What follows belongs to an exercise in optimizing a design on an open flow for small area, a short achievable clock period and few clock cycles per item; a production flow would make more cautious choices. The RTL was checked by simulation tests, not by an equivalence proof against the original design.

==> flow/design.v, too long to show whole: its modules and the start of the top module <==
// module vm_sm: 3 lines
// module vm_smn: 3 lines
// module vm_fa: 4 lines
// module vm_ha: 4 lines
// module vm_or: 3 lines
// module vm_inv: 3 lines
// module vm_x: 3 lines
// module vm_xn: 3 lines
// module vm_nand: 3 lines
// module vm_nor: 3 lines
// module vm_sel: 3 lines
// module vm_sel0: 3 lines
// module vm_aoi: 3 lines
// module vm_oai: 3 lines
// module vedic_mult_pipe: 5066 lines
module vedic_mult_pipe #(
    parameter int WIDTH = 32
) (
    input  logic              clk,
    input  logic              rst_n,
    input  logic              in_valid,
    output logic              in_ready,
    input  logic [WIDTH-1:0]  in_a,
    input  logic [WIDTH-1:0]  in_b,
    input  logic              in_signed,
    output logic              out_valid,
    input  logic              out_ready,
    output logic [2*WIDTH-1:0] out_p,
    output logic              busy
);
  // ...
==> flow/run.sh <==
#!/bin/bash
# synth_recipe.tcl (not shown) runs the flow's synth.tcl, then flattens the netlist and writes it again
# the make line also repeats each setting of config.mk as NAME=value (left out here)
make -C /OpenROAD-flow-scripts/flow DESIGN_CONFIG=/design/flow/config.mk WORK_HOME=/design/flow/orfs CLKGATE_MAP_FILE= SYNTH_SCRIPT=/design/flow/synth_recipe.tcl finish
==> flow/config.mk <==
export PLATFORM = sky130hd
export DESIGN_NAME = vedic_mult_pipe
export DESIGN_NICKNAME = vedic_mult_pipe
export VERILOG_FILES = /design/flow/design.v
export SDC_FILE = /design/flow/constraint.sdc
export NUM_CORES = 4
export LEC_CHECK = 0
export CAP_MARGIN = 20
export CORE_MARGIN = 2
export CORE_UTILIZATION = 45
export PLACE_DENSITY = 0.6
export SLEW_MARGIN = 20
export SYNTH_HIERARCHICAL = 1
==> flow/constraint.sdc <==
create_clock -name core_clock -period 11.0 [get_ports {clk}]
set_input_delay 2.2000 -clock core_clock [delete_from_list [all_inputs] [get_ports {clk}]]
set_output_delay 2.2000 -clock core_clock [all_outputs]
set_load 0.01 [all_outputs]
==> metrics.md, run 1 <==
| Metric | Value |
|---|---|
| Tmin final | between 3000 and 4000 ps |
| Final TNS setup | 0 ps |
| Post-Place Worst Slack | 7070 ps |
| CTS clk-pin slew, worst paths | 60 ps |
| Clock Latency Late Sink | 600 ps |
| Layout filler cell count | 6,533 |
| #FFs+latches synth | 384 |
| Clock Skew | about 11 ps |
| Status | timing/DRC/antenna clean |
| Final setup violation count | 0 |
| Max FFs per register | 168 |
| Final Net Count | approximately 3,700 |
| Worst rel slew slack | 36.9% |
| Placed cell count | 4,061 |
| Max cap viols | 0 |
| Fraction of area in multi-input gates | 57.7% |
| Post-CTS sizing | 0 |
| Routed len/inst | 29.4 um |
| Detailed placement HPWL | 74,400 um |
| CP Data Required Time | roughly 11,000 ps |
| Met1 wire length | around 46,000 um |
| WS Path Type | reg2reg |
| Top FF cell, synth | edfxtp_1 |
| Slowest CP cell | fa_1 |
| Area taken by multi-input logic gates | 22,600 sq um |
| Vias post-DR | 27,000 |
| Adder-cell share of the synthesized area | 28.9% |
| Final WS setup | 7140 ps |
| Vias in the first global route | 28,100 |
| Die ar. | 78,500 sq um |
| Largest family of logic cells by synthesized area | adder cells |
Testbench counts, summed over its fixed seeds: cycles 16,024, items 16,000.
==> inputs of run 2 (changes only) <==
--- a/flow/config.mk
+++ b/flow/config.mk
@@ -7,7 +7,8 @@
 export LEC_CHECK = 0
 export CAP_MARGIN = 20
 export CORE_MARGIN = 2
-export CORE_UTILIZATION = 45
-export PLACE_DENSITY = 0.6
+export CORE_UTILIZATION = 60
+export CTS_BUF_LIST = sky130_fd_sc_hd__clkbuf_8
+export PLACE_DENSITY = 0.75
 export SLEW_MARGIN = 20
 export SYNTH_HIERARCHICAL = 1
==> metrics.md, run 2 <==
| Metric | Value |
|---|---|
| Tightest Pin Transition | 1010 ps (was 946 ps) |
| Vias per Instance | 7.04 (was 6.52) |
| Synth top cells by count | xor2_1, o22ai_1, fa_1 (unchanged) |
| Core Area | 56,500 sq um (was 75,700 sq um) |
| Post-synth top area cell | edfxtp_1 (unchanged) |
| Routed len/inst | 30.1 um (was 29.4 um) |
| Top cells by area, synth | edfxtp_1, fa_1, xor2_1 (unchanged) |
| Top FF cell, synth | edfxtp_1 (unchanged) |
| Slew Limit Fails | 0 (unchanged) |
| Final setup violation count | 0 (unchanged) |
| Most used cell, CP | fa_1 (was o21ai_1) |
| FF-to-FF setup slack | 7090 ps (was 7140 ps) |
| CTS clk-pin slew, worst paths | 60 ps (about the same) |
| Final Net Count | 3,735 (was 3,710) |
| Tmin final | 3910 ps (was 3860 ps) |
| CP Data Required Time | 11,370 ps (was 11,320 ps) |
| Leading cell type by number of instances after synthesis | xor2_1 (unchanged) |
| Syn avg cell area | 12.0 sq um (unchanged) |
| 1st-pass router iterations | 7 (was 8) |
| I/O Buffers | 135 (unchanged) |
| Detailed placement HPWL | 72,300 um (was 74,400 um) |
| Layout filler cell count | 4,074 (was 6,533) |
| Die ar. | 59,200 sq um (was 78,500 sq um) |
| Top-level port count | 136 (unchanged) |
| Placed inst area | 37,300 sq um (was 37,600 sq um) |
| Top-area cell type share of the netlist area | 33.1% (unchanged) |
| Crit-path max FO | 33 (was 3) |
| CTS max path bufs | 3 (unchanged) |
| First-pass GRT wire length | 177,000 um (was 180,000 um) |
| Clock Latency Late Sink | 690 ps (was 600 ps) |
| CP top delay family | adder cells (unchanged) |
| Slowest CP cell | fa_1 (unchanged) |
| CP Launch Type | flop (unchanged) |
| Post-CTS sizing | 0 (unchanged) |
| CP bufs+invs | 1 (was 0) |
| RSZ-0062 raised after global routing | no (unchanged) |
| Sequential Area | 11,500 sq um (unchanged) |
| Clk root buf | clkbuf_8 (was clkbuf_16) |
| Worst path arrival time | 4280 ps (was 4180 ps) |
| Largest regs | cs1: 168 flops, pk: 64 flops, po: 64 flops (unchanged) |
| H-tree depth | 3 (was 2) |
| Worst hold-check path type | reg2reg (unchanged) |
| Final TNS setup | 0 ps (unchanged) |
| Post-CTS Repair Setup Buffers | 0 (unchanged) |
| Yosys cell types | 23 (unchanged) |
| Vias post-DR | 28,000 (was 27,000) |
| Max incr delay on CP | 660 ps (was 830 ps) |
| Status | timing/DRC/antenna clean (unchanged) |
| Max FFs per register | 168 (unchanged) |
| Initial Util | 60.8% (was 45.4%) |
| Antenna violations before repair | 3 (unchanged) |
| Remaining global-route overflow | 0 (unchanged) |
| CTS Hold Buffers Added | 0 (unchanged) |
| CTS sink cnt | 384 (unchanged) |
| Final WS setup | 7090 ps (was 7140 ps) |
| Post-synthesis sequential area ratio | 33.5% (unchanged) |
| Final WL | 119,000 um (was 122,000 um) |
| Max cap viols | 0 (unchanged) |
| Crit end category | flop (unchanged) |
| CTS tree | yes (unchanged) |
| DR DRC count | 0 (unchanged) |
| Post-synth ARST share | 1.56% (unchanged) |
| Die height | 243 um (was 280 um) |
| Area taken by multi-input logic gates | 22,600 sq um (about the same) |
| Post-Place Worst Slack | 7120 ps (was 7070 ps) |
| Highest-count cells in the layout ignoring fill and taps | xor2_1, o22ai_1, fa_1 (unchanged) |
| Antenna-violating nets left | 0 (unchanged) |
| Area grow syn2layout | 12.8% (was 14.2%) |
| Fmax | 256 MHz (was 259 MHz) |
| Worst rel slew slack | 32.6% (was 36.9%) |
| Ys Warns | 7 (unchanged) |
| Number of synthesized flops with an enable pin | 378 (unchanged) |
| WS Path Type | reg2reg (unchanged) |
| Site row count | 87 (was 101) |
| Reg with most FFs | cs1 (unchanged) |
| Syn Inst Count | 2,852 (unchanged) |
| Global placement routability congestion | 0.969 (was 0.944) |
| #FFs+latches synth | 384 (unchanged) |
| Largest net degree at the start of global routing | 100 (was 110) |
| Total GRT Usage | 40.3% (was 30.9%) |
| Chip width | 243 um (was 280 um) |
| Most common cell after layout, fill and taps aside | xor2_1 (unchanged) |
| Synthesized cell area | 34,300 sq um (unchanged) |
| Total CTS buffers | 70 (was 45) |
| Vias in the first global route | 29,100 (was 28,100) |
| Finished Cell Area | 38,700 sq um (was 39,200 sq um) |
| Clock Skew | 68.3 ps (was 11.3 ps) |
| Share of post-route cells with drive strength above 1 | 8.22% (was 7.71%) |
| Critical-path cell list | buf_4, o22ai_1, xor2_1, fa_1, fa_1, fa_1, ha_1, fa_1 (was fa_1, fa_1, nor2_1, o21ai_1, a21oi_2, o21ai_1, a21oi_2, o21ai_1, a21oi_2, o21ai_1, xnor2_1, o21ai_1) |
| Final Cycle Share | 35.5% (was 35.1%) |
| Hold Vio Cnt, Final | 0 (unchanged) |
| Iter 0 DRT Violations | 4,267 (was 3,290) |
run 2: cell count changes in the layout (fill, tap and decap cells not counted), moves of 2 or more:
cell / delta
bufinv_16: -4
clkbuf_1: -3
clkbuf_16: -45
clkbuf_8: +71
clkinv_1: +12
clkinv_4: -4
clkinvlp_4: -2
diode_2: +2
inv_1: +16
inv_6: +2
inv_8: +2
run 2: cells by family after synthesis:
kind of cell	after synthesis	synth area share, %
buf+inv	63	0.689
compound gates	793	14.3
flops	384	33.5
mux	2	0.0656
fa+ha+maj	511	28.9
xor+xnor	695	17.7
other cells	1	0.0109
simple gates	403	4.79
run 2: modules after synthesis (local to each module, per instance), excerpt:
module | flip-flops and latches | area [sq um]
vm_x | 0 | 8.76
vm_oai | 0 | 5.00
vm_fa | 0 | 20.0
vm_smn | 0 | 17.5
vm_nand | 0 | 3.75
vm_aoi | 0 | 8.76
vm_sel | 0 | 6.26
vm_inv | 0 | 3.75
vm_xn | 0 | 8.76
vm_nor | 0 | 3.75
vm_sel0 | 0 | 3.75
vm_ha | 0 | 12.5
run 2: final cells by class:
type / count / share of cell area [%]
diodes: 3 / 0.0194
clock buffers: 71 / 2.52
clock inverters: 56 / 1.07
inverters: 63 / 0.630
multi-input cells: 2414 / 58.4
flip-flops and latches: 384 / 29.7
well taps: 756 / 2.44
repair buffers: 222 / 5.17
run 2: worst paths after layout:
path                         start       to  cells past startpoint
setup / recovery           a0n[27]  cs1[68]                      8
hold / removal                  v0   busy_q                      1
setup reg to reg           a0n[27]  cs1[68]                      8
hold reg to reg                 v0   busy_q                      1
max in group asynchronous    rst_n       vk                      1
min in group asynchronous    rst_n       vk                      1
run 2: through the flow:
| step | std cells | hold WS [ps] | utilization [%] |
|---|---|---|---|
| floorplan | 2861 | 462 | - |
| global placement | 3839 | 478 | 66.1 |
| detailed placement | 3839 | 480 | 66.1 |
| CTS | 3966 | 494 | 68.6 |
| global route | 3966 | 516 | 68.6 |
| finish | 3969 | 493 | 68.6 |
run 2: metal layers:
| layer | up-vias | wire length [um] | global-route usage (%) |
|---|---|---|---|
| met5 | - | 59 | 0.408 |
| met4 | 6 | 7070 | 19.0 |
| met3 | 730 | 19300 | 17.1 |
| met2 | 2696 | 50700 | 58.9 |
| met1 | 13500 | 42300 | 52.1 |
| li1 | 11000 | - | - |
==> inputs of run 3 (changes only) <==
==> flow/flow/run.sh (new file) <==
#!/bin/bash
# The standard layout (standard.sh); the only change is that ports are
# buffered with buf_1 instead of the buffer buffer_ports picks by default.
export BUFFER_PORTS_ARGS="-buffer_cell sky130_fd_sc_hd__buf_1"
bash standard.sh > standard.log 2>&1
==> flow/standard.sh (new file) <==
#!/bin/bash
# synth_recipe.tcl (not shown) runs the flow's synth.tcl, then flattens the netlist and writes it again
# the make line also repeats each setting of config.mk as NAME=value (left out here)
make -C /OpenROAD-flow-scripts/flow DESIGN_CONFIG=/design/flow/config.mk WORK_HOME=/design/flow/orfs CLKGATE_MAP_FILE= SYNTH_SCRIPT=/design/flow/synth_recipe.tcl "${@:-finish}"
--- a/flow/config.mk
+++ b/flow/config.mk
@@ -9,6 +9,7 @@
 export CORE_MARGIN = 2
 export CORE_UTILIZATION = 60
 export CTS_BUF_LIST = sky130_fd_sc_hd__clkbuf_8
+export GPL_TIMING_DRIVEN = 1
 export PLACE_DENSITY = 0.75
 export SLEW_MARGIN = 20
 export SYNTH_HIERARCHICAL = 1
removed: flow/run.sh
==> metrics.md, run 3 <==
| Metric | Value |
|---|---|
| Vias per Instance | 6.98 (was 7.04) |
| Total GRT Usage | 39.9% (was 40.3%) |
| I/O Buffers | 135 (unchanged) |
| Area grow syn2layout | 10.3% (was 12.8%) |
| Syn avg cell area | 12.0 sq um (unchanged) |
| Max FFs per register | 168 (unchanged) |
| Leading cell type by number of instances after synthesis | xor2_1 (unchanged) |
| CTS sink cnt | 384 (unchanged) |
| Iter 0 DRT Violations | 4,062 (was 4,267) |
| Status | timing/DRC/antenna clean (unchanged) |
| Crit-path max FO | 33 (unchanged) |
| Max cap viols | 0 (unchanged) |
| First-pass GRT wire length | 176,000 um (was 177,000 um) |
| Detailed placement HPWL | 71,200 um (was 72,300 um) |
| Cell Count, Final, Fillers Out | 3,968 (was 3,969) |
| Max incr delay on CP | 560 ps (was 660 ps) |
| Slew Limit Fails | 0 (unchanged) |
| Worst rel slew slack | 29.5% (was 32.6%) |
| Clock Latency Late Sink | 710 ps (was 690 ps) |
| Final Cycle Share | 34.7% (was 35.5%) |
| Tmin final | 3810 ps (was 3910 ps) |
| Antenna violations before repair | 4 (was 3) |
| Highest-count cells in the layout ignoring fill and taps | xor2_1, o22ai_1, fa_1 (unchanged) |
| Vias in the first global route | 29,400 (was 29,100) |
| CTS max path bufs | 3 (unchanged) |
| Syn Inst Count | 2,852 (unchanged) |
| Die ar. | 59,200 sq um (unchanged) |
| Worst path arrival time | 4190 ps (was 4280 ps) |
| Global placement routability congestion | 0.967 (was 0.969) |
| Post-CTS Repair Setup Buffers | 0 (unchanged) |
| Crit end category | flop (unchanged) |
| Yosys cell types | 23 (unchanged) |
| Fmax | 262 MHz (was 256 MHz) |
| Post-CTS sizing | 0 (unchanged) |
| Antenna-violating nets left | 0 (unchanged) |
| Final setup violation count | 0 (unchanged) |
| Most common cell after layout, fill and taps aside | xor2_1 (unchanged) |
| Clk root buf | clkbuf_8 (unchanged) |
| Vias post-DR | 27,700 (was 28,000) |
| Slowest CP cell | fa_1 (unchanged) |
| Tightest Pin Transition | 1060 ps (was 1010 ps) |
| Share of post-route cells with drive strength above 1 | 8.47% (was 8.22%) |
| Synthesized cell area | 34,300 sq um (unchanged) |
| Remaining global-route overflow | 0 (unchanged) |
| Most used cell, CP | fa_1 (unchanged) |
| Layout filler cell count | 4,211 (was 4,074) |
| Post-synth top area cell | edfxtp_1 (unchanged) |
| Site row count | 87 (unchanged) |
| Post-synthesis sequential area ratio | 33.5% (unchanged) |
| Top FF cell, synth | edfxtp_1 (unchanged) |
| CTS tree | yes (unchanged) |
| CTS Hold Buffers Added | 0 (unchanged) |
| Hold depth | 2 (was 1) |
| Worst setup startpoint | a0n[25] (was a0n[27]) |
| Post-synth ARST share | 1.56% (unchanged) |
| Core Area | 56,500 sq um (unchanged) |
| H-tree depth | 3 (unchanged) |
| CP Data Required Time | 11,380 ps (was 11,370 ps) |
| R2R depth | 8 (unchanged) |
| Hold Vio Cnt, Final | 0 (unchanged) |
| CTS clk-pin slew, worst paths | 60 ps (about the same) |
| 1st-pass router iterations | 8 (was 7) |
| Hold Path Origin | v1 (was v0) |
| Worst hold-check path type | reg2reg (unchanged) |
| Routed len/inst | 29.7 um (was 30.1 um) |
| Critical-path cell list | buf_4, o22ai_1, xor2_1, fa_1, fa_1, fa_1, ha_1, fa_1 (unchanged) |
| Final TNS setup | 0 ps (unchanged) |
| Initial Util | 60.8% (unchanged) |
| Die height | 243 um (unchanged) |
| Number of synthesized flops with an enable pin | 378 (unchanged) |
| Clock Skew | 46.4 ps (was 68.3 ps) |
| Final WL | 118,000 um (was 119,000 um) |
| Post-Place Worst Slack | 7280 ps (was 7120 ps) |
| Final WS setup | 7190 ps (was 7090 ps) |
| Reg with most FFs | cs1 (unchanged) |
| Top cells by area, synth | edfxtp_1, fa_1, xor2_1 (unchanged) |
| Synth top cells by count | xor2_1, o22ai_1, fa_1 (unchanged) |
| DR DRC count | 0 (unchanged) |
| RSZ-0062 raised after global routing | no (unchanged) |
| CP Launch Type | flop (unchanged) |
| Ys Warns | 7 (unchanged) |
| Top-level port count | 136 (unchanged) |
| Top-area cell type share of the netlist area | 33.1% (unchanged) |
| #FFs+latches synth | 384 (unchanged) |
| Total CTS buffers | 70 (unchanged) |
| R2r startpoint | a0n[25] (was a0n[27]) |
| Final Net Count | 3,735 (unchanged) |
| Chip width | 243 um (unchanged) |
| Placed cell count | 3,839 (unchanged) |
| WS Path Type | reg2reg (unchanged) |
| Largest net degree at the start of global routing | 103 (was 100) |
| Largest regs | cs1: 168 flops, pk: 64 flops, po: 64 flops (unchanged) |
## run 3: final cells by class
cell class,count,area [sq um],share of cell area [%]
Clock buffer,72,991,2.62
Sequential cell,384,11500,30.4
Antenna cell,2,5.00,0.0132
Inverter,63,244,0.644
Tap cell,756,946,2.50
Clock inverter,55,385,1.02
Multi-Input combinational cell,2414,22600,59.8
Timing Repair Buffer,222,1160,3.06
## run 3: kinds of logic (layout without fill, tap and decap cells)
group / Yosys count / count (layout) / synth area share [%]
AO/OA/AOI/OAI: 793 / 793 / 14.3
XOR/XNOR: 695 / 695 / 17.7
adder cells (fa/ha/maj): 511 / 511 / 28.9
buffers and inverters: 63 / 412 / 0.689
flip-flops: 384 / 384 / 33.5
multiplexers: 2 / 2 / 0.0656
other: 1 / 12 / 0.0109
AND/OR/NAND/NOR: 403 / 403 / 4.79
## run 3: modules after synthesis (local to each module, per instance)
module / flops+latches / cell area, sq um
vm_nor: 0 / 3.75
vm_oai: 0 / 5.00
vm_sm: 0 / 17.5
vm_sel0: 0 / 3.75
vm_xn: 0 / 8.76
vm_inv: 0 / 3.75
vm_smn: 0 / 17.5
vm_fa: 0 / 20.0
vm_ha: 0 / 12.5
vm_nand: 0 / 3.75
vedic_mult_pipe: 384 / 12100
vm_aoi: 0 / 8.76
vm_x: 0 / 8.76
vm_sel: 0 / 6.26
vm_or: 0 / 6.26
## run 3: per-stage QoR
step                      hold WS [ps]  area (sq um)  utilization, %
final                              515         37900            67.0
after global routing               529         37900            67.0
after CTS                          520         37900            67.0
after detailed placement           507         36500            64.6
after global placement             478         36500            64.6
after floorplan                    462         34400               -
## run 3: critical path, delay by kind of cell (launching register included)
family / cells / cell delay (ps)
buf+inv: 1 / 510
xor+xnor: 1 / 200
fa+ha+maj: 5 / 2240
flops: 1 / 320
compound gates: 1 / 220
## run 3: final timing paths
| check | slack, ps | to |
|---|---|---|
| hold reg to reg | 510 | vo |
| setup / recovery | 7190 | cs1[68] |
| max in group asynchronous | 9370 | vk |
| setup reg to reg | 7190 | cs1[68] |
| min in group asynchronous | 1370 | vo |
| hold / removal | 510 | vo |
## run 3: metal layers
layer  vias up  wire [um]  global-route usage [%]  share of wire (%)
met4         4       7130                    20.4                6.1
met1     13400      42100                    50.8                 36
met5         -         23                       0              0.020
li1      11000          -                       -                  -
met2      2589      49700                    57.6                 42
met3       766      18900                    18.0                 16
==> inputs of run 4 (changes only) <==
--- a/flow/config.mk
+++ b/flow/config.mk
@@ -9,7 +9,6 @@
 export CORE_MARGIN = 2
 export CORE_UTILIZATION = 60
 export CTS_BUF_LIST = sky130_fd_sc_hd__clkbuf_8
-export GPL_TIMING_DRIVEN = 1
 export PLACE_DENSITY = 0.75
 export SLEW_MARGIN = 20
 export SYNTH_HIERARCHICAL = 1
==> metrics.md, run 4 <==
| Metric | Value |
|---|---|
| Status | timing/DRC/antenna clean (unchanged) |
| Slowest CP cell | fa_1 (unchanged) |
| Initial Util | 60.8% (unchanged) |
| Post-CTS sizing | 0 (unchanged) |
| WS Path Type | reg2reg (unchanged) |
| RR Endpoint | cs1[68] (unchanged) |
| Max cap viols | 0 (unchanged) |
| R2r startpoint | a0n[25] (unchanged) |
| Sequential Area | 11,500 sq um (unchanged) |
| Antenna violations before repair | 4 (unchanged) |
| CTS max path bufs | 3 (unchanged) |
| Cell Count, Final, Fillers Out | 3,968 (unchanged) |
| Worst path arrival time | 4190 ps (about the same) |
| FF-to-FF setup slack | 7190 ps (about the same) |
| CTS Hold Buffers Added | 0 (unchanged) |
| Reg with most FFs | cs1 (unchanged) |
| Iter 0 DRT Violations | 4,062 (unchanged) |
| Routed len/inst | 29.7 um (unchanged) |
| CP Data Required Time | 11,380 ps (about the same) |
| Global placement routability congestion | 0.967 (unchanged) |
| Post-CTS Repair Setup Buffers | 0 (unchanged) |
| Area taken by multi-input logic gates | 22,600 sq um (unchanged) |
| Worst rel slew slack | 29.5% (unchanged) |
| Hold Path Origin | v1 (unchanged) |
| CTS clk-pin slew, worst paths | 60 ps (about the same) |
| Syn avg cell area | 12.0 sq um (unchanged) |
| Hold depth | 2 (unchanged) |
| Top cells by area, synth | edfxtp_1, fa_1, xor2_1 (unchanged) |
| Post-synthesis sequential area ratio | 33.5% (unchanged) |
| CTS sink cnt | 384 (unchanged) |
| Critical-path cell list | buf_4, o22ai_1, xor2_1, fa_1, fa_1, fa_1, ha_1, fa_1 (unchanged) |
| R2R depth | 8 (unchanged) |
| Final WL | 118,000 um (unchanged) |
| Chip width | 243 um (unchanged) |
| Antenna-violating nets left | 0 (unchanged) |
| Vias in the first global route | 29,400 (unchanged) |
| Vias post-DR | 27,700 (unchanged) |
| Number of synthesized flops with an enable pin | 378 (unchanged) |
| Most used cell, CP | fa_1 (unchanged) |
| Remaining global-route overflow | 0 (unchanged) |
| 1st-pass router iterations | 8 (unchanged) |
| Site row count | 87 (unchanged) |
| Largest regs | cs1: 168 flops, pk: 64 flops, po: 64 flops (unchanged) |
| Top FF cell, synth | edfxtp_1 (unchanged) |
| Post-synth top area cell | edfxtp_1 (unchanged) |
| Clock Latency Late Sink | 710 ps (about the same) |
| Leading cell type by number of instances after synthesis | xor2_1 (unchanged) |
| Tightest Pin Transition | 1060 ps (unchanged) |
| Share of post-route cells with drive strength above 1 | 8.47% (unchanged) |
| Final Net Count | 3,735 (unchanged) |
| Largest net degree at the start of global routing | 103 (unchanged) |
| H-tree depth | 3 (unchanged) |
| Max FFs per register | 168 (unchanged) |
| Area grow syn2layout | 10.3% (unchanged) |
| Final TNS setup | 0 ps (unchanged) |
| Ys Warns | 7 (unchanged) |
| Die ar. | 59,200 sq um (unchanged) |
| Clk root buf | clkbuf_8 (unchanged) |
| Worst hold-check path type | reg2reg (unchanged) |
| Total CTS buffers | 70 (unchanged) |
| Finished Cell Area | 37,900 sq um (unchanged) |
| #FFs+latches synth | 384 (unchanged) |
| Highest-count cells in the layout ignoring fill and taps | xor2_1, o22ai_1, fa_1 (unchanged) |
| Layout filler cell count | 4,211 (unchanged) |
| RSZ-0062 raised after global routing | no (unchanged) |
| Final setup violation count | 0 (unchanged) |
| Max incr delay on CP | 560 ps (about the same) |
| Post-synth ARST share | 1.56% (unchanged) |
| Slew Limit Fails | 0 (unchanged) |
| Crit end category | flop (unchanged) |
| First-pass GRT wire length | 176,000 um (unchanged) |
| CP bufs+invs | 1 (unchanged) |
| Top-area cell type share of the netlist area | 33.1% (unchanged) |
| Post-Place Worst Slack | 7280 ps (unchanged) |
| Detailed placement HPWL | 71,200 um (unchanged) |
| Most common cell after layout, fill and taps aside | xor2_1 (unchanged) |
| Core Area | 56,500 sq um (unchanged) |
| CP top delay family | adder cells (unchanged) |
| Vias per Instance | 6.98 (unchanged) |
| Fmax | 262 MHz (unchanged) |
| Placed inst area | 36,500 sq um (unchanged) |
| Clock Skew | 46.4 ps (unchanged) |
| Worst hold margin | 515 ps (unchanged) |
| Top-level port count | 136 (unchanged) |
| Crit-path max FO | 33 (unchanged) |
| Hold Path End | vo (unchanged) |
| Syn Inst Count | 2,852 (unchanged) |
| CTS tree | yes (unchanged) |
| Synth top cells by count | xor2_1, o22ai_1, fa_1 (unchanged) |
| Synthesized cell area | 34,300 sq um (unchanged) |
| Final WS setup | 7190 ps (unchanged) |
| Placed cell count | 3,839 (unchanged) |
| Total GRT Usage | 39.9% (unchanged) |
| DR DRC count | 0 (unchanged) |
| Final Cycle Share | 34.7% (unchanged) |
| Die height | 243 um (unchanged) |
| I/O Buffers | 135 (unchanged) |
| Tmin final | 3810 ps (unchanged) |
| CP Launch Type | flop (unchanged) |
| Yosys cell types | 23 (unchanged) |
| Hold Vio Cnt, Final | 0 (unchanged) |
==> run 4: metrics by stage <==
step | utilization, %
2_1_floorplan | -
3_3_place_gp | 64.6
3_5_place_dp | 64.6
4_1_cts | 67.0
5_1_grt | 67.0
6_report | 67.0
==> run 4: final cells by class <==
type / instances / area share (%)
inverter: 63 / 0.644
tap: 756 / 2.50
multi-input combinational: 2414 / 59.8
timing repair buffer: 222 / 3.06
clock inverter: 55 / 1.02
antenna: 2 / 0.0132
sequential: 384 / 30.4
clock buffer: 72 / 2.62
==> run 4: logic make-up after synthesis <==
family / Yosys count / share of synthesized area, %
other: 1 / 0.0109
AO/OA/AOI/OAI: 793 / 14.3
XOR/XNOR: 695 / 17.7
flip-flops: 384 / 33.5
adder cells (fa/ha/maj): 511 / 28.9
multiplexers: 2 / 0.0656
buffers and inverters: 63 / 0.689
AND/OR/NAND/NOR: 403 / 4.79
==> run 4: per-module statistics from Yosys, one instance, submodules excluded, excerpt <==
module	cells inside	flip-flops and latches	copies in the design	area, sq um
vm_smn	3	0	25	17.5
vm_inv	1	0	29	3.75
vm_sel0	1	0	48	3.75
vm_x	1	0	585	8.76
vm_aoi	1	0	79	8.76
vm_or	1	0	16	6.26
vm_oai	1	0	107	5.00
vm_nor	1	0	124	3.75
vm_sm	3	0	38	17.5
vedic_mult_pipe	493	384	1	12100
vm_fa	1	0	470	20.0
vm_xn	1	0	32	8.76
vm_sel	1	0	528	6.26
==> run 4: routing by layer <==
metal / global-route usage [%] / wire length [um] / vias up / share of wire [%]
met5: 0 / 23 / - / 0.020
met4: 20.4 / 7130 / 4 / 6.1
li1: - / - / 11000 / -
met1: 50.8 / 42100 / 13400 / 36
met2: 57.6 / 49700 / 2589 / 42
met3: 18.0 / 18900 / 766 / 16
==> run 4: worst max-delay path by stage <==
stage | slack (ps) | cells after the start | end | from
after global placement | 7310 | 12 | po[43] | cs1[70]
after floorplan | 1330 | 1 | a0n[0] | vk
after CTS | 7250 | 12 | po[43] | cs1[105]
final | 7190 | 8 | cs1[68] | a0n[25]
after detailed placement | 7280 | 12 | pk[43] | cs1[105]
after global routing | 7090 | 12 | po[43] | cs1[105]
==> run 4: worst register-to-register path: stages (launching register included) <==
cell and delay, ps:
edfxtp_1 320, buf_4 510, o22ai_1 250, xor2_1 200
fa_1 540, fa_1 560, fa_1 430, ha_1 210
fa_1 500
==> inputs of run 5 (changes only) <==
--- a/flow/config.mk
+++ b/flow/config.mk
@@ -7,8 +7,8 @@
 export LEC_CHECK = 0
 export CAP_MARGIN = 20
 export CORE_MARGIN = 2
-export CORE_UTILIZATION = 60
+export CORE_UTILIZATION = 45
 export CTS_BUF_LIST = sky130_fd_sc_hd__clkbuf_8
-export PLACE_DENSITY = 0.75
+export PLACE_DENSITY = 0.6
 export SLEW_MARGIN = 20
 export SYNTH_HIERARCHICAL = 1
==> metrics.md, run 5 <==
| Metric | Value |
|---|---|
| Status | timing/DRC/antenna clean (unchanged) |
| Compound-Gate Fraction of Synth Area | 14.3% (unchanged) |
| Initial Util | 45.4% (was 60.8%) |
| Remaining global-route overflow | 0 (unchanged) |
| Post-synth top area cell | edfxtp_1 (unchanged) |
| FF-to-FF setup slack | 7060 ps (was 7190 ps) |
| Fmax | 253 MHz (was 262 MHz) |
| First-pass GRT wire length | 184,000 um (was 176,000 um) |
| Crit-path max FO | 48 (was 33) |
| Synthesized cell area | 34,300 sq um (unchanged) |
| Largest family of logic cells by synthesized area | adder cells (unchanged) |
| Vias post-DR | 27,000 (was 27,700) |
| Placed cell count | 4,061 (was 3,839) |
| Syn Inst Count | 2,852 (unchanged) |
| Top FF cell, synth | edfxtp_1 (unchanged) |
| R2R depth | 8 (unchanged) |
| Leading cell type by number of instances after synthesis | xor2_1 (unchanged) |
| Highest-count cells in the layout ignoring fill and taps | xor2_1, o22ai_1, fa_1 (unchanged) |
| Largest regs | cs1: 168 flops, pk: 64 flops, po: 64 flops (unchanged) |
| Hold Vio Cnt, Final | 0 (unchanged) |
| I/O Buffers | 135 (unchanged) |
| Hold depth | 2 (unchanged) |
| Max incr delay on CP | 590 ps (was 560 ps) |
| CTS max path bufs | 3 (unchanged) |
| Chip width | 280 um (was 243 um) |
| Top cells by area, synth | edfxtp_1, fa_1, xor2_1 (unchanged) |
| Routed len/inst | 29.9 um (was 29.7 um) |
| 1st-pass router iterations | 6 (was 8) |
| Clk root buf | clkbuf_8 (unchanged) |
| Most common cell after layout, fill and taps aside | xor2_1 (unchanged) |
| Final TNS setup | 0 ps (unchanged) |
| Tightest Pin Transition | 982 ps (was 1060 ps) |
| Synth top cells by count | xor2_1, o22ai_1, fa_1 (unchanged) |
| Post-synthesis sequential area ratio | 33.5% (unchanged) |
| Ys Warns | 7 (unchanged) |
| Iter 0 DRT Violations | 3,531 (was 4,062) |
| Post-Synth XOR/XNOR Area | 17.7% (unchanged) |
| Total CTS buffers | 73 (was 70) |
| Antenna-violating nets left | 0 (unchanged) |
| Tmin final | 3940 ps (was 3810 ps) |
| RSZ-0062 raised after global routing | no (unchanged) |
| Top-level port count | 136 (unchanged) |
| Slew Limit Fails | 0 (unchanged) |
| Share of post-route cells with drive strength above 1 | 8.34% (was 8.47%) |
| Core Area | 75,700 sq um (was 56,500 sq um) |
| Worst hold-check path type | reg2reg (unchanged) |
| Slowest CP cell | fa_1 (unchanged) |
| Site row count | 101 (was 87) |
| Post-CTS sizing | 0 (unchanged) |
| Worst rel slew slack | 34.5% (was 29.5%) |
| Largest net degree at the start of global routing | 134 (was 103) |
| DR DRC count | 0 (unchanged) |
| CTS clk-pin slew, worst paths | 60 ps (about the same) |
| Adder-cell share of the synthesized area | 28.9% (unchanged) |
| Die ar. | 78,500 sq um (was 59,200 sq um) |
| Most used cell, CP | fa_1 (unchanged) |
| Detailed placement HPWL | 76,700 um (was 71,200 um) |
| Post-synth ARST share | 1.56% (unchanged) |
| RR Endpoint | cs1[110] (was cs1[68]) |
| Crit end category | flop (unchanged) |
| Max cap viols | 0 (unchanged) |
| Reg with most FFs | cs1 (unchanged) |
| Yosys cell types | 23 (unchanged) |
| Final Cycle Share | 35.9% (was 34.7%) |
| Clock Latency Late Sink | 720 ps (was 710 ps) |
| Global placement routability congestion | 0.965 (was 0.967) |
| Vias per Instance | 6.45 (was 6.98) |
| Vias in the first global route | 28,500 (was 29,400) |
| Cell Count, Final, Fillers Out | 4,193 (was 3,968) |
| Worst path arrival time | 4320 ps (was 4190 ps) |
| Area grow syn2layout | 11.1% (was 10.3%) |
| CP Launch Type | flop (unchanged) |
| Critical-path cell list | buf_4, o22ai_1, xor2_1, or2_1, fa_1, fa_1, fa_1, fa_1 (was buf_4, o22ai_1, xor2_1, fa_1, fa_1, fa_1, ha_1, fa_1) |
| Clock Skew | 61.2 ps (was 46.4 ps) |
| CTS sink cnt | 384 (unchanged) |
| Die height | 280 um (was 243 um) |
| Hold Path Origin | v1 (unchanged) |
| Post-synthesis mux area share | 0.0656% (unchanged) |
| Max FFs per register | 168 (unchanged) |
| CP Data Required Time | 11,380 ps (about the same) |
| Total GRT Usage | 32.0% (was 39.9%) |
| H-tree depth | 3 (unchanged) |
| Final setup violation count | 0 (unchanged) |
| Antenna violations before repair | 4 (unchanged) |
| Post-synthesis simple-gate area fraction | 4.79% (unchanged) |
| R2r startpoint | xa0n (was a0n[25]) |
| Hold Path End | vo (unchanged) |
| CTS Hold Buffers Added | 0 (unchanged) |
| Top-area cell type share of the netlist area | 33.1% (unchanged) |
| CTS tree | yes (unchanged) |
| Post-CTS Repair Setup Buffers | 0 (unchanged) |
| Syn avg cell area | 12.0 sq um (unchanged) |
| WS Path Type | reg2reg (unchanged) |
| Number of synthesized flops with an enable pin | 378 (unchanged) |
| Final Net Count | 3,738 (was 3,735) |
| #FFs+latches synth | 384 (unchanged) |
| Final WL | 126,000 um (was 118,000 um) |
## run 5: cell counts after synthesis
No cell type changed its count.
## run 5: cell families (layout without fill, tap and decap cells)
kind of cell / after synthesis / count (layout)
other: 1 / 11
DFF: 384 / 384
adders and majority gates: 511 / 511
AOI/OAI and AO/OA: 793 / 793
and+or+nand+nor: 403 / 403
xor gates and xnor gates: 695 / 695
muxes: 2 / 2
buffers and inverters: 63 / 416
## run 5: critical path: cells and delay by family, from the launching register on
kind	cells	cell delay, ps
adder cells (fa/ha/maj)	4	2070
flip-flops	1	320
XOR/XNOR	1	200
AO/OA/AOI/OAI	1	210
AND/OR/NAND/NOR	1	300
buffers and inverters	1	510
## run 5: worst max-delay path by stage
stage,start,to,slack [ps]
final,xa0n,cs1[110],7060
after global routing,xa0n,cs1[110],7040
after CTS,xa0n,cs1[110],7160
after detailed placement,xa0n,cs1[110],7170
after global placement,xa0n,cs1[110],7200
after floorplan,vk,a0n[0],1330
## run 5: layout make-up
cell class / count / area (sq um)
Inverter: 63 / 244
Multi-Input combinational cell: 2414 / 22600
Tap cell: 978 / 1220
Antenna cell: 1 / 2.50
Fill cell: 6805 / 37500
Clock buffer: 77 / 1060
Sequential cell: 384 / 11500
Timing Repair Buffer: 222 / 1160
Clock inverter: 54 / 312
## run 5: layer usage
layer / up-vias / part of all wire (%) / track usage (%)
met5: - / 0.025 / 0
met4: 4 / 5.1 / 16.4
met3: 570 / 13 / 10.6
met2: 2093 / 44 / 47.5
met1: 13400 / 38 / 41.8
li1: 11000 / - / -
## run 5: stage by stage
stage	hold WS (ps)	setup WS (ps)	cell area, sq um	utilization (%)
6_report	508	7060	38200	50.4
3_3_place_gp	478	7200	36800	48.6
5_1_grt	542	7040	38200	50.4
3_5_place_dp	503	7170	36800	48.6
2_1_floorplan	462	1330	34400	-
4_1_cts	518	7160	38200	50.4
## run 5: Yosys stat by module (local to each module, per instance), excerpt
| module | flops+latches | copies in the design |
|---|---|---|
| vm_sel0 | 0 | 48 |
| vm_nand | 0 | 111 |
| vm_smn | 0 | 25 |
| vm_inv | 0 | 29 |
| vm_aoi | 0 | 79 |
| vm_nor | 0 | 124 |
| vm_ha | 0 | 41 |
| vm_x | 0 | 585 |
==> inputs of run 6 (changes only) <==
--- a/flow/config.mk
+++ b/flow/config.mk
@@ -7,8 +7,10 @@
 export LEC_CHECK = 0
 export CAP_MARGIN = 20
 export CORE_MARGIN = 2
-export CORE_UTILIZATION = 45
-export CTS_BUF_LIST = sky130_fd_sc_hd__clkbuf_8
-export PLACE_DENSITY = 0.6
+export CORE_UTILIZATION = 60
+export CTS_BUF_LIST = sky130_fd_sc_hd__clkbuf_16
+export CTS_CLUSTER_DIAMETER = 80
+export CTS_CLUSTER_SIZE = 40
+export PLACE_DENSITY = 0.75
 export SLEW_MARGIN = 20
 export SYNTH_HIERARCHICAL = 1
==> metrics.md, run 6 <==
| Metric | Value |
|---|---|
| Largest regs | cs1: 168 flops, pk: 64 flops, po: 64 flops (unchanged) |
| Final TNS setup | 0 ps (unchanged) |
| Top cells by area, synth | edfxtp_1, fa_1, xor2_1 (unchanged) |
| Hold Vio Cnt, Final | 0 (unchanged) |
| Status | timing/DRC/antenna clean (unchanged) |
| Antenna violations before repair | 2 (was 4) |
| Yosys cell types | 23 (unchanged) |
| Crit end category | flop (unchanged) |
| Antenna-violating nets left | 0 (unchanged) |
| Initial Util | 60.8% (was 45.4%) |
| Post-Place Worst Slack | 7280 ps (was 7170 ps) |
| CTS Hold Buffers Added | 0 (unchanged) |
| M2 GR Usage | 58.2% (was 47.5%) |
| Post-CTS Repair Setup Buffers | 0 (unchanged) |
| Worst rel slew slack | 30.0% (was 34.5%) |
| I/O Buffers | 135 (unchanged) |
| Die height | 243 um (was 280 um) |
| Top FF cell, synth | edfxtp_1 (unchanged) |
| Worst path arrival time | 4160 ps (was 4320 ps) |
| WS Path Type | reg2reg (unchanged) |
| Post-synthesis sequential area ratio | 33.5% (unchanged) |
| Busiest grt layer | met2 (unchanged) |
| Top-level port count | 136 (unchanged) |
| Max incr delay on CP | 590 ps (about the same) |
| Final setup violation count | 0 (unchanged) |
| Vias post-DR | 27,500 (was 27,000) |
| Final WS setup | 7180 ps (was 7060 ps) |
| Clk root buf | clkbuf_16 (was clkbuf_8) |
| Core Area | 56,500 sq um (was 75,700 sq um) |
| M3 GR Usage | 16.1% (was 10.6%) |
| Vias per Instance | 7.08 (was 6.45) |
| Max FFs per register | 168 (unchanged) |
| Worst hold-check path type | reg2reg (unchanged) |
| Syn avg cell area | 12.0 sq um (unchanged) |
| Global placement routability congestion | 0.967 (was 0.965) |
| RSZ-0062 raised after global routing | no (unchanged) |
| Top-area cell type share of the netlist area | 33.1% (unchanged) |
| Critical-path cell list | buf_4, o22ai_1, xor2_1, fa_1, fa_1, fa_1, ha_1, fa_1 (was buf_4, o22ai_1, xor2_1, or2_1, fa_1, fa_1, fa_1, fa_1) |
| First-pass GRT wire length | 175,000 um (was 184,000 um) |
| Crit-path max FO | 33 (was 48) |
| Die ar. | 59,200 sq um (was 78,500 sq um) |
| Highest-count cells in the layout ignoring fill and taps | xor2_1, o22ai_1, fa_1 (unchanged) |
| Post-synth ARST share | 1.56% (unchanged) |
| Met1 Track Usage GR | 51.4% (was 41.8%) |
| Total CTS buffers | 24 (was 73) |
| CP Data Required Time | 11,340 ps (was 11,380 ps) |
| Slowest CP cell | fa_1 (unchanged) |
| Clock Skew | 31.5 ps (was 61.2 ps) |
| Leading cell type by number of instances after synthesis | xor2_1 (unchanged) |
| Post-CTS sizing | 0 (unchanged) |
| Chip width | 243 um (was 280 um) |
| Remaining global-route overflow | 0 (unchanged) |
| CTS clk-pin slew, worst paths | 110 ps (was 60 ps) |
| Most common cell after layout, fill and taps aside | xor2_1 (unchanged) |
| CTS sink cnt | 384 (unchanged) |
| CTS tree | yes (unchanged) |
| Clock Latency Late Sink | 620 ps (was 720 ps) |
| Max cap viols | 0 (unchanged) |
| Tmin final | 3820 ps (was 3940 ps) |
| CTS max path bufs | 3 (unchanged) |
| 1st-pass router iterations | 10 (was 6) |
| Number of synthesized flops with an enable pin | 378 (unchanged) |
| #FFs+latches synth | 384 (unchanged) |
| Detailed placement HPWL | 71,200 um (was 76,700 um) |
| Layout filler cell count | 4,216 (was 6,805) |
| Final Net Count | 3,689 (was 3,738) |
| Post-synth top area cell | edfxtp_1 (unchanged) |
| Site row count | 87 (was 101) |
| Fmax | 262 MHz (was 253 MHz) |
| Final Cycle Share | 34.7% (was 35.9%) |
| Slew Limit Fails | 0 (unchanged) |
| Synthesized cell area | 34,300 sq um (unchanged) |
| Routed len/inst | 30.2 um (was 29.9 um) |
| Reg with most FFs | cs1 (unchanged) |
| Share of post-route cells with drive strength above 1 | 6.91% (was 8.34%) |
| Most used cell, CP | fa_1 (unchanged) |
| Largest net degree at the start of global routing | 103 (was 134) |
| Tightest Pin Transition | 1050 ps (was 982 ps) |
| Area grow syn2layout | 9.18% (was 11.1%) |
| Synth top cells by count | xor2_1, o22ai_1, fa_1 (unchanged) |
| Final WL | 117,000 um (was 126,000 um) |
| Total GRT Usage | 39.5% (was 32.0%) |
| H-tree depth | 1 (was 3) |
| Ys Warns | 7 (unchanged) |
| Iter 0 DRT Violations | 4,286 (was 3,531) |
| Syn Inst Count | 2,852 (unchanged) |
| CP Launch Type | flop (unchanged) |
| Vias in the first global route | 29,000 (was 28,500) |
| DR DRC count | 0 (unchanged) |
[run 6: cell count changes in the layout (fill, tap and decap cells not counted), sizes merged]
cell | previous run | this run
clkinv | 29 | 9
bufinv | 1 | 0
inv | 86 | 73
clkbuf | 77 | 24
[run 6: area by class of cell]
cell class	count	area (sq um)	share of cell area, %
well taps	756	946	2.52
clock buffers	24	601	1.60
inverters	63	244	0.651
multi-input cells	2414	22600	60.4
clock inverters	20	395	1.05
repair buffers	222	1160	3.09
diodes	1	2.50	0.00667
flip-flops and latches	384	11500	30.7
[run 6: kinds of logic (layout without fill, tap and decap cells)]
family                     count (synthesis)  after routing  synth area share [%]
buffers and inverters                     63            329                 0.689
DFF                                      384            384                  33.5
other                                      1             11                0.0109
adders and majority gates                511            511                  28.9
and+or+nand+nor                          403            403                  4.79
muxes                                      2              2                0.0656
AOI/OAI and AO/OA                        793            793                  14.3
xor gates and xnor gates                 695            695                  17.7
[run 6: per-layer routing]
metal / part of all wire, % / wire length [um]
met1: 36 / 42000
met2: 43 / 50200
met3: 16 / 18300
met4: 5.8 / 6780
met5: 0.023 / 27
[run 6: modules after synthesis (local to each module, per instance), a selection]
| module | cell area [sq um] | times used | flip-flops and latches | cells |
|---|---|---|---|---|
| vm_smn | 17.5 | 25 | 0 | 3 |
| vm_aoi | 8.76 | 79 | 0 | 1 |
| vm_or | 6.26 | 16 | 0 | 1 |
| vm_ha | 12.5 | 41 | 0 | 1 |
| vm_nor | 3.75 | 124 | 0 | 1 |
| vm_fa | 20.0 | 470 | 0 | 1 |
| vm_xn | 8.76 | 32 | 0 | 1 |
| vm_oai | 5.00 | 107 | 0 | 1 |
| vm_sel0 | 3.75 | 48 | 0 | 1 |
[run 6: worst max-delay path, delay by kind of cell (launching register included)]
kind            cells  cell delay [ps]
xor+xnor            1              210
compound gates      1              220
fa+ha+maj           5             2250
flops               1              330
buf+inv             1              520
[run 6: per-stage QoR]
stage	cells	util, %	instance area, sq um	hold WS, ps
2_1_floorplan	2861	-	34400	462
3_3_place_gp	3839	64.6	36500	478
3_5_place_dp	3839	64.6	36500	507
4_1_cts	3883	66.4	37500	531
5_1_grt	3883	66.4	37500	539
6_report	3884	66.4	37500	529
[run 6: worst paths after layout]
path | startpoint | to | slack, ps | depth (start not counted)
worst min register to register | v0 | busy_q | 530 | 1
max in group asynchronous | rst_n | vk | 9310 | 1
worst max register to register | a0n[6] | cs1[68] | 7180 | 8
min in group asynchronous | rst_n | vo | 1440 | 1
worst max-delay path | a0n[6] | cs1[68] | 7180 | 8
worst min-delay path | v0 | busy_q | 530 | 1
==> inputs of run 7 (changes only) <==
==> flow/flow/run.sh (replaced) <==
#!/bin/bash
# The standard layout (standard.sh), with two changes to how it is made:
# ports are buffered with buf_1, and ORFS's repair_timing aims for setup slack
# above zero (it repairs against the 11 ns clock the SDC gives).
export BUFFER_PORTS_ARGS="-buffer_cell sky130_fd_sc_hd__buf_1"
export SETUP_SLACK_MARGIN=7.35
bash standard.sh > standard.log 2>&1
--- a/flow/config.mk
+++ b/flow/config.mk
@@ -8,9 +8,8 @@
 export CAP_MARGIN = 20
 export CORE_MARGIN = 2
 export CORE_UTILIZATION = 60
-export CTS_BUF_LIST = sky130_fd_sc_hd__clkbuf_16
-export CTS_CLUSTER_DIAMETER = 80
-export CTS_CLUSTER_SIZE = 40
+export CTS_BUF_LIST = sky130_fd_sc_hd__clkbuf_8
 export PLACE_DENSITY = 0.75
 export SLEW_MARGIN = 20
 export SYNTH_HIERARCHICAL = 1
+export TNS_END_PERCENT = 0
==> metrics.md, run 7 <==
| Metric | Value |
|---|---|
| Iter 0 DRT Violations | 3,917 (was 4,286) |
| Synthesized cell area | 34,300 sq um (unchanged) |
| Top FF cell, synth | edfxtp_1 (unchanged) |
| WS Path Type | reg2reg (unchanged) |
| RR Endpoint | cs1[95] (was cs1[68]) |
| Die height | 243 um (unchanged) |
| Total GRT Usage | 39.4% (was 39.5%) |
| Worst hold-check path type | reg2reg (unchanged) |
| I/O Buffers | 135 (unchanged) |
| Util after Layout | 67.2% (was 66.4%) |
| Vias in the first global route | 28,700 (was 29,000) |
| Clock Skew | 43.5 ps (was 31.5 ps) |
| Crit end category | flop (unchanged) |
| Remaining global-route overflow | 0 (unchanged) |
| Status | timing/DRC/antenna clean (unchanged) |
| Tmin final | 3690 ps (was 3820 ps) |
| Routed len/inst | 29.1 um (was 30.2 um) |
| Hold Path Origin | v1 (was v0) |
| FF-to-FF setup slack | 7310 ps (was 7180 ps) |
| CP Data Required Time | 11,390 ps (was 11,340 ps) |
| RSZ-0062 raised after global routing | yes (was no) |
| Most common cell after layout, fill and taps aside | xor2_1 (unchanged) |
| Antenna-violating nets left | 0 (unchanged) |
| Die ar. | 59,200 sq um (unchanged) |
| CTS tree | yes (unchanged) |
| Max FFs per register | 168 (unchanged) |
| R2r startpoint | a0n[19] (was a0n[6]) |
| Top-level port count | 136 (unchanged) |
| Syn Inst Count | 2,852 (unchanged) |
| Largest regs | cs1: 168 flops, pk: 64 flops, po: 64 flops (unchanged) |
| Final Cycle Share | 33.5% (was 34.7%) |
| Synth top cells by count | xor2_1, o22ai_1, fa_1 (unchanged) |
| Post-synth top area cell | edfxtp_1 (unchanged) |
| Global placement routability congestion | 0.999 (was 0.967) |
| #FFs+latches synth | 384 (unchanged) |
| First-pass GRT wire length | 173,000 um (was 175,000 um) |
| Top cells by area, synth | edfxtp_1, fa_1, xor2_1 (unchanged) |
| Clk root buf | clkbuf_8 (was clkbuf_16) |
| Worst rel slew slack | 30.1% (was 30.0%) |
| Top-area cell type share of the netlist area | 33.1% (unchanged) |
| 1st-pass router iterations | 9 (was 10) |
| Crit-path max FO | 33 (unchanged) |
| Post-synthesis sequential area ratio | 33.5% (unchanged) |
| DR DRC count | 0 (unchanged) |
| R2R depth | 8 (unchanged) |
| Finished Cell Area | 38,000 sq um (was 37,500 sq um) |
| Clock Latency Late Sink | 700 ps (was 620 ps) |
| CTS sink cnt | 384 (unchanged) |
| Ys Warns | 7 (unchanged) |
| Vias post-DR | 27,100 (was 27,500) |
| Hold Path End | vo (was busy_q) |
| Hold depth | 2 (was 1) |
| Highest-count cells in the layout ignoring fill and taps | xor2_1, o22ai_1, fa_1 (unchanged) |
| CTS max path bufs | 3 (unchanged) |
| Chip width | 243 um (unchanged) |
| Final TNS setup | 0 ps (unchanged) |
| Final Net Count | 3,736 (was 3,689) |
| Worst path arrival time | 4070 ps (was 4160 ps) |
| Final setup violation count | 0 (unchanged) |
| Yosys cell types | 23 (unchanged) |
| Detailed placement HPWL | 70,700 um (was 71,200 um) |
| H-tree depth | 3 (was 1) |
| Tightest Pin Transition | 1050 ps (about the same) |
| Largest net degree at the start of global routing | 187 (was 103) |
| Max cap viols | 0 (unchanged) |
| Leading cell type by number of instances after synthesis | xor2_1 (unchanged) |
| Syn avg cell area | 12.0 sq um (unchanged) |
| CP Launch Type | flop (unchanged) |
| Core Area | 56,500 sq um (unchanged) |
| Site row count | 87 (unchanged) |
| Fmax | 271 MHz (was 262 MHz) |
| Placed inst area | 36,500 sq um (about the same) |
| Total CTS buffers | 68 (was 24) |
| Final WL | 115,000 um (was 117,000 um) |
| Antenna violations before repair | 5 (was 2) |
| Share of post-route cells with drive strength above 1 | 8.77% (was 6.91%) |
| Area grow syn2layout | 10.6% (was 9.18%) |
| Slew Limit Fails | 0 (unchanged) |
| Vias per Instance | 6.84 (was 7.08) |
| Reg with most FFs | cs1 (unchanged) |
| Initial Util | 60.8% (unchanged) |
| Post-synth ARST share | 1.56% (unchanged) |
| Number of synthesized flops with an enable pin | 378 (unchanged) |
| CTS clk-pin slew, worst paths | 50 ps (was 110 ps) |
| Hold Vio Cnt, Final | 0 (unchanged) |
==> run 7: cell types whose count changed in the layout (fill, tap and decap cells not counted), sizes merged <==
cell / previous run / this run
clkbuf: 24 / 68
clkinv: 9 / 26
inv: 73 / 79
clkinvlp: 1 / 5
buf: 222 / 225
bufinv: 0 / 3
diode: 1 / 2
==> run 7: how the worst max path moves through the flow <==
stage / start / end / slack, ps / depth (start not counted)
floorplan: vk / a0n[0] / 4540 / 1
global placement: cs1[70] / po[35] / 7370 / 12
detailed placement: cs1[119] / po[47] / 7310 / 12
CTS: cs1[126] / po[47] / 7350 / 12
global route: cs1[70] / pk[35] / 7280 / 12
finish: a0n[19] / cs1[95] / 7310 / 8
==> run 7: Yosys stat by module (local to each module, per instance), excerpt <==
module / area (sq um) / cells inside / times used
vedic_mult_pipe: 12100 / 493 / 1
vm_or: 6.26 / 1 / 16
vm_sel: 6.26 / 1 / 528
vm_x: 8.76 / 1 / 585
vm_oai: 5.00 / 1 / 107
vm_xn: 8.76 / 1 / 32
vm_aoi: 8.76 / 1 / 79
vm_sm: 17.5 / 3 / 38
vm_smn: 17.5 / 3 / 25
vm_ha: 12.5 / 1 / 41
vm_nand: 3.75 / 1 / 111
==> run 7: metal layers <==
layer  vias up  wire (um)  track usage [%]
met4         4       6370             18.7
met2      2320      49700             57.7
met5         -         73                0
met1     13200      41800             51.0
li1      11000          -                -
met3       614      17300             16.4
==> run 7: cell families after synthesis <==
family                     count (synthesis)  share of synthesized area (%)
AOI/OAI and AO/OA                        793                           14.3
xor gates and xnor gates                 695                           17.7
adders and majority gates                511                           28.9
and+or+nand+nor                          403                           4.79
DFF                                      384                           33.5
buffers and inverters                     63                          0.689
muxes                                      2                         0.0656
other                                      1                         0.0109
==> run 7: repair_timing <==
item                                    4_1_cts  5_1_grt
setup buffers                                 0        3
endpoints found under the setup margin        4       79
hold buffers                                  0        0
cloned                                        0        0
pin swaps                                     0        2
resized for setup                             3       46
==> run 7: metrics by stage <==
step | hold slack (ps) | std cells | setup WS [ps]
floorplan | 462 | 2861 | 4540
global placement | 474 | 3839 | 7370
detailed placement | 503 | 3839 | 7310
CTS | 519 | 3957 | 7350
global route | 548 | 3961 | 7280
finish | 512 | 3962 | 7310
==> run 7: critical path: stages, from the launching register on <==
cell	delay (ps)
edfxtp_1	320
buf_4	510
o22ai_1	190
xor2_1	260
fa_1	510
fa_1	460
fa_1	470
ha_1	230
fa_1	450
==> run 7: area by class of cell <==
cell class,instances,area (sq um)
Multi-Input combinational cell,2414,22700
Fill cell,4290,18500
Sequential cell,384,11500
Timing Repair Buffer,225,1310
Tap cell,756,946
Clock buffer,68,936
Clock inverter,50,330
Inverter,63,240
Antenna cell,2,5.00
==> inputs of run 8 (changes only) <==
==> flow/flow/run.sh (replaced) <==
#!/bin/bash
# The standard layout (standard.sh), with two changes to how it is made:
# ports are buffered with buf_1, and ORFS's repair_timing aims for setup slack
# above zero (it repairs against the 11 ns clock the SDC gives).
export BUFFER_PORTS_ARGS="-buffer_cell sky130_fd_sc_hd__buf_1"
export SETUP_SLACK_MARGIN=7.6
bash standard.sh > standard.log 2>&1
--- a/flow/config.mk
+++ b/flow/config.mk
@@ -9,6 +9,7 @@
 export CORE_MARGIN = 2
 export CORE_UTILIZATION = 60
 export CTS_BUF_LIST = sky130_fd_sc_hd__clkbuf_8
+export CTS_CLUSTER_SIZE = 20
 export PLACE_DENSITY = 0.75
 export SLEW_MARGIN = 20
 export SYNTH_HIERARCHICAL = 1
==> metrics.md, run 8 <==
| Metric | Value |
|---|---|
| Status | timing/DRC/antenna clean (unchanged) |
| Highest-count cells in the layout ignoring fill and taps | xor2_1, o22ai_1, fa_1 (unchanged) |
| First-pass GRT wire length | 174,000 um (was 173,000 um) |
| Synth top cells by count | xor2_1, o22ai_1, fa_1 (unchanged) |
| FF-to-FF setup slack | 7470 ps (was 7310 ps) |
| Final setup violation count | 0 (unchanged) |
| Antenna violations before repair | 5 (unchanged) |
| Clock Skew | 48.8 ps (was 43.5 ps) |
| Final Cycle Share | 32.1% (was 33.5%) |
| 1st-pass router iterations | 11 (was 9) |
| Final Net Count | 3,783 (was 3,736) |
| Placed inst area | 36,500 sq um (unchanged) |
| Post-synth ARST share | 1.56% (unchanged) |
| Hold Path Origin | v1 (unchanged) |
| H-tree depth | 3 (unchanged) |
| Post-Place Worst Slack | 7310 ps (unchanged) |
| Post-synth top area cell | edfxtp_1 (unchanged) |
| Worst path arrival time | 3930 ps (was 4070 ps) |
| DR DRC count | 0 (unchanged) |
| Post-synthesis sequential area ratio | 33.5% (unchanged) |
| Leading cell type by number of instances after synthesis | xor2_1 (unchanged) |
| Crit end category | flop (unchanged) |
| Final WL | 122,000 um (was 115,000 um) |
| Largest regs | cs1: 168 flops, pk: 64 flops, po: 64 flops (unchanged) |
| CTS clk-pin slew, worst paths | 60 ps (was 50 ps) |
| Ys Warns | 7 (unchanged) |
| Total GRT Usage | 39.6% (was 39.4%) |
| Share of post-route cells with drive strength above 1 | 14.1% (was 8.77%) |
| Max cap viols | 0 (unchanged) |
| Initial Util | 60.8% (unchanged) |
| Slew Limit Fails | 0 (unchanged) |
| Synthesized cell area | 34,300 sq um (unchanged) |
| Die ar. | 59,200 sq um (unchanged) |
| Vias per Instance | 6.99 (was 6.84) |
| Reg with most FFs | cs1 (unchanged) |
| Tightest Pin Transition | 1050 ps (about the same) |
| CTS sink cnt | 384 (unchanged) |
| Fmax | 283 MHz (was 271 MHz) |
| Final TNS setup | 0 ps (unchanged) |
| Clock Latency Late Sink | 700 ps (about the same) |
| #FFs+latches synth | 384 (unchanged) |
| Core Area | 56,500 sq um (unchanged) |
| Remaining global-route overflow | 0 (unchanged) |
| Hold depth | 2 (unchanged) |
| Most common cell after layout, fill and taps aside | xor2_1 (unchanged) |
| Crit-path max FO | 18 (was 33) |
| Hold Path End | vo (unchanged) |
| Detailed placement HPWL | 70,700 um (unchanged) |
| Final WS setup | 7470 ps (was 7310 ps) |
| Yosys cell types | 23 (unchanged) |
| Top-area cell type share of the netlist area | 33.1% (unchanged) |
| Antenna-violating nets left | 0 (unchanged) |
| Vias in the first global route | 28,900 (was 28,700) |
| Site row count | 87 (unchanged) |
| Vias post-DR | 28,100 (was 27,100) |
| Global placement routability congestion | 0.999 (unchanged) |
| Worst hold-check path type | reg2reg (unchanged) |
| R2R depth | 8 (unchanged) |
| Clk root buf | clkbuf_8 (unchanged) |
| CP Data Required Time | 11,400 ps (was 11,390 ps) |
| Largest net degree at the start of global routing | 187 (unchanged) |
| CP Launch Type | flop (unchanged) |
| R2r startpoint | bonen0[6] (was a0n[19]) |
| Die height | 243 um (unchanged) |
| Top FF cell, synth | edfxtp_1 (unchanged) |
| CTS tree | yes (unchanged) |
| CTS max path bufs | 3 (unchanged) |
| Hold Vio Cnt, Final | 0 (unchanged) |
| I/O Buffers | 135 (unchanged) |
| Finished Cell Area | 39,900 sq um (was 38,000 sq um) |
| Max FFs per register | 168 (unchanged) |
| WS Path Type | reg2reg (unchanged) |
| Total CTS buffers | 69 (was 68) |
| Syn avg cell area | 12.0 sq um (unchanged) |
| Iter 0 DRT Violations | 4,567 (was 3,917) |
| RR Endpoint | cs1[95] (unchanged) |
| Area grow syn2layout | 16.3% (was 10.6%) |
| Number of synthesized flops with an enable pin | 378 (unchanged) |
| Routed len/inst | 30.4 um (was 29.1 um) |
| Chip width | 243 um (unchanged) |
| RSZ-0062 raised after global routing | yes (unchanged) |
| Tmin final | 3530 ps (was 3690 ps) |
| Syn Inst Count | 2,852 (unchanged) |
| Top-level port count | 136 (unchanged) |
| Worst rel slew slack | 30.3% (was 30.1%) |
| Top cells by area, synth | edfxtp_1, fa_1, xor2_1 (unchanged) |
-- run 8: per-layer routing --
metal | GRT usage [%] | routed length (um)
met1 | 51.2 | 42800
met5 | 0 | 321
met3 | 16.6 | 19300
met2 | 57.7 | 51200
met4 | 19.2 | 8250
-- run 8: Yosys stat by module, one instance, submodules excluded, a selection --
| module | cells | area [sq um] |
|---|---|---|
| vm_sel | 1 | 6.26 |
| vm_oai | 1 | 5.00 |
| vm_nand | 1 | 3.75 |
| vedic_mult_pipe | 493 | 12100 |
| vm_sel0 | 1 | 3.75 |
| vm_nor | 1 | 3.75 |
| vm_sm | 3 | 17.5 |
| vm_xn | 1 | 8.76 |
| vm_inv | 1 | 3.75 |
| vm_fa | 1 | 20.0 |
-- run 8: final cells by class --
type	count	area (sq um)
antenna	8	20.0
fill	4110	16600
inverter	63	240
sequential	384	11500
clock buffer	69	950
clock inverter	51	342
tap	756	946
timing repair buffer	271	2550
multi-input combinational	2414	23400
-- run 8: how the worst max path moves through the flow --
stage	depth (start not counted)	start	to
2_1_floorplan	1	vk	a0n[0]
3_3_place_gp	12	cs1[70]	po[35]
3_5_place_dp	12	cs1[119]	po[47]
4_1_cts	1	po[23]	out_p[23]
5_1_grt	8	bonen0[6]	cs1[95]
6_report	8	bonen0[6]	cs1[95]
-- run 8: repair_timing --
item | in CTS | in global routing
gates resized for setup | 104 | 307
gates cloned | 2 | 14
setup endpoints to repair | 197 | 223
setup buffers | 5 | 28
endpoints found under the hold margin | 0 | 0
pin swaps | 7 | 63
hold buffers | 0 | 0
-- run 8: per-stage QoR --
step	hold slack, ps	std cells	util, %
floorplan	462	2861	-
global placement	474	3839	64.6
detailed placement	503	3839	64.6
CTS	519	3966	67.8
global route	548	4010	70.7
finish	513	4016	70.7
-- run 8: cells by family after synthesis --
logic type	after synthesis	share of synthesized area (%)
buffers and inverters	63	0.689
other	1	0.0109
xor gates and xnor gates	695	17.7
DFF	384	33.5
adders and majority gates	511	28.9
and+or+nand+nor	403	4.79
AOI/OAI and AO/OA	793	14.3
muxes	2	0.0656
-- run 8: worst max-delay path, stage by stage (launching register included) --
cell and delay, ps:
edfxtp_1 440, buf_4 200, clkbuf_16 220, o22ai_2 220
xor2_2 200, fa_1 460, fa_1 550, fa_1 470
fa_1 490

==> what the ideal ports hide <==
Ports are ideal in the flow. The routed layouts listed here were re-timed in OpenROAD.
Step 1: set_driving_cell puts a clkbuf_16 on clk and a buf_2 on each other input, an assumption about the parent block.
Step 2 times the ports against the registers' clock, not the clock port: input delays grow and output delays shrink by t, the midpoint of the rising clock arrivals with the driver on.
Three values: ideal ports, drivers, drivers and shift; two values: the first two.
| run | shift t [ns] | slack for setup (ns) | worst hold slack (ns) | worst setup path after step 2 | clock arrival spread, ns |
|---|---|---|---|---|---|
| run 1 | 0.663 | 7.140 / 7.140 / 7.062 | 0.506 / 0.506 / 0.506 | input to register | 0.013 / 0.013 |
| run 2 | 0.711 | 7.092 / 7.092 / 7.092 | 0.493 / 0.493 / 0.493 | register to register | 0.069 / 0.069 |
| run 3 | 0.740 | 7.188 / 7.188 / 7.188 | 0.515 / 0.515 / 0.515 | register to register | 0.057 / 0.057 |
| run 4 | 0.740 | 7.188 / 7.188 / 7.188 | 0.515 / 0.515 / 0.515 | register to register | 0.057 / 0.057 |
| run 5 | 0.748 | 7.055 / 7.055 / 7.055 | 0.508 / 0.508 / 0.508 | register to register | 0.062 / 0.061 |
| run 6 | 0.667 | 7.179 / 7.179 / 7.179 | 0.529 / 0.529 / 0.529 | register to register | 0.032 / 0.032 |
| run 7 | 0.728 | 7.315 / 7.315 / 7.315 | 0.512 / 0.512 / 0.512 | register to register | 0.048 / 0.049 |
| run 8 | 0.742 | 7.472 / 7.472 / 7.472 | 0.513 / 0.513 / 0.513 | register to register | 0.049 / 0.049 |
After both steps every run listed still meets setup and hold. The setup slack of run 1, which loses most, moves by 0.000 ns with the drivers and by -0.078 ns with both steps.
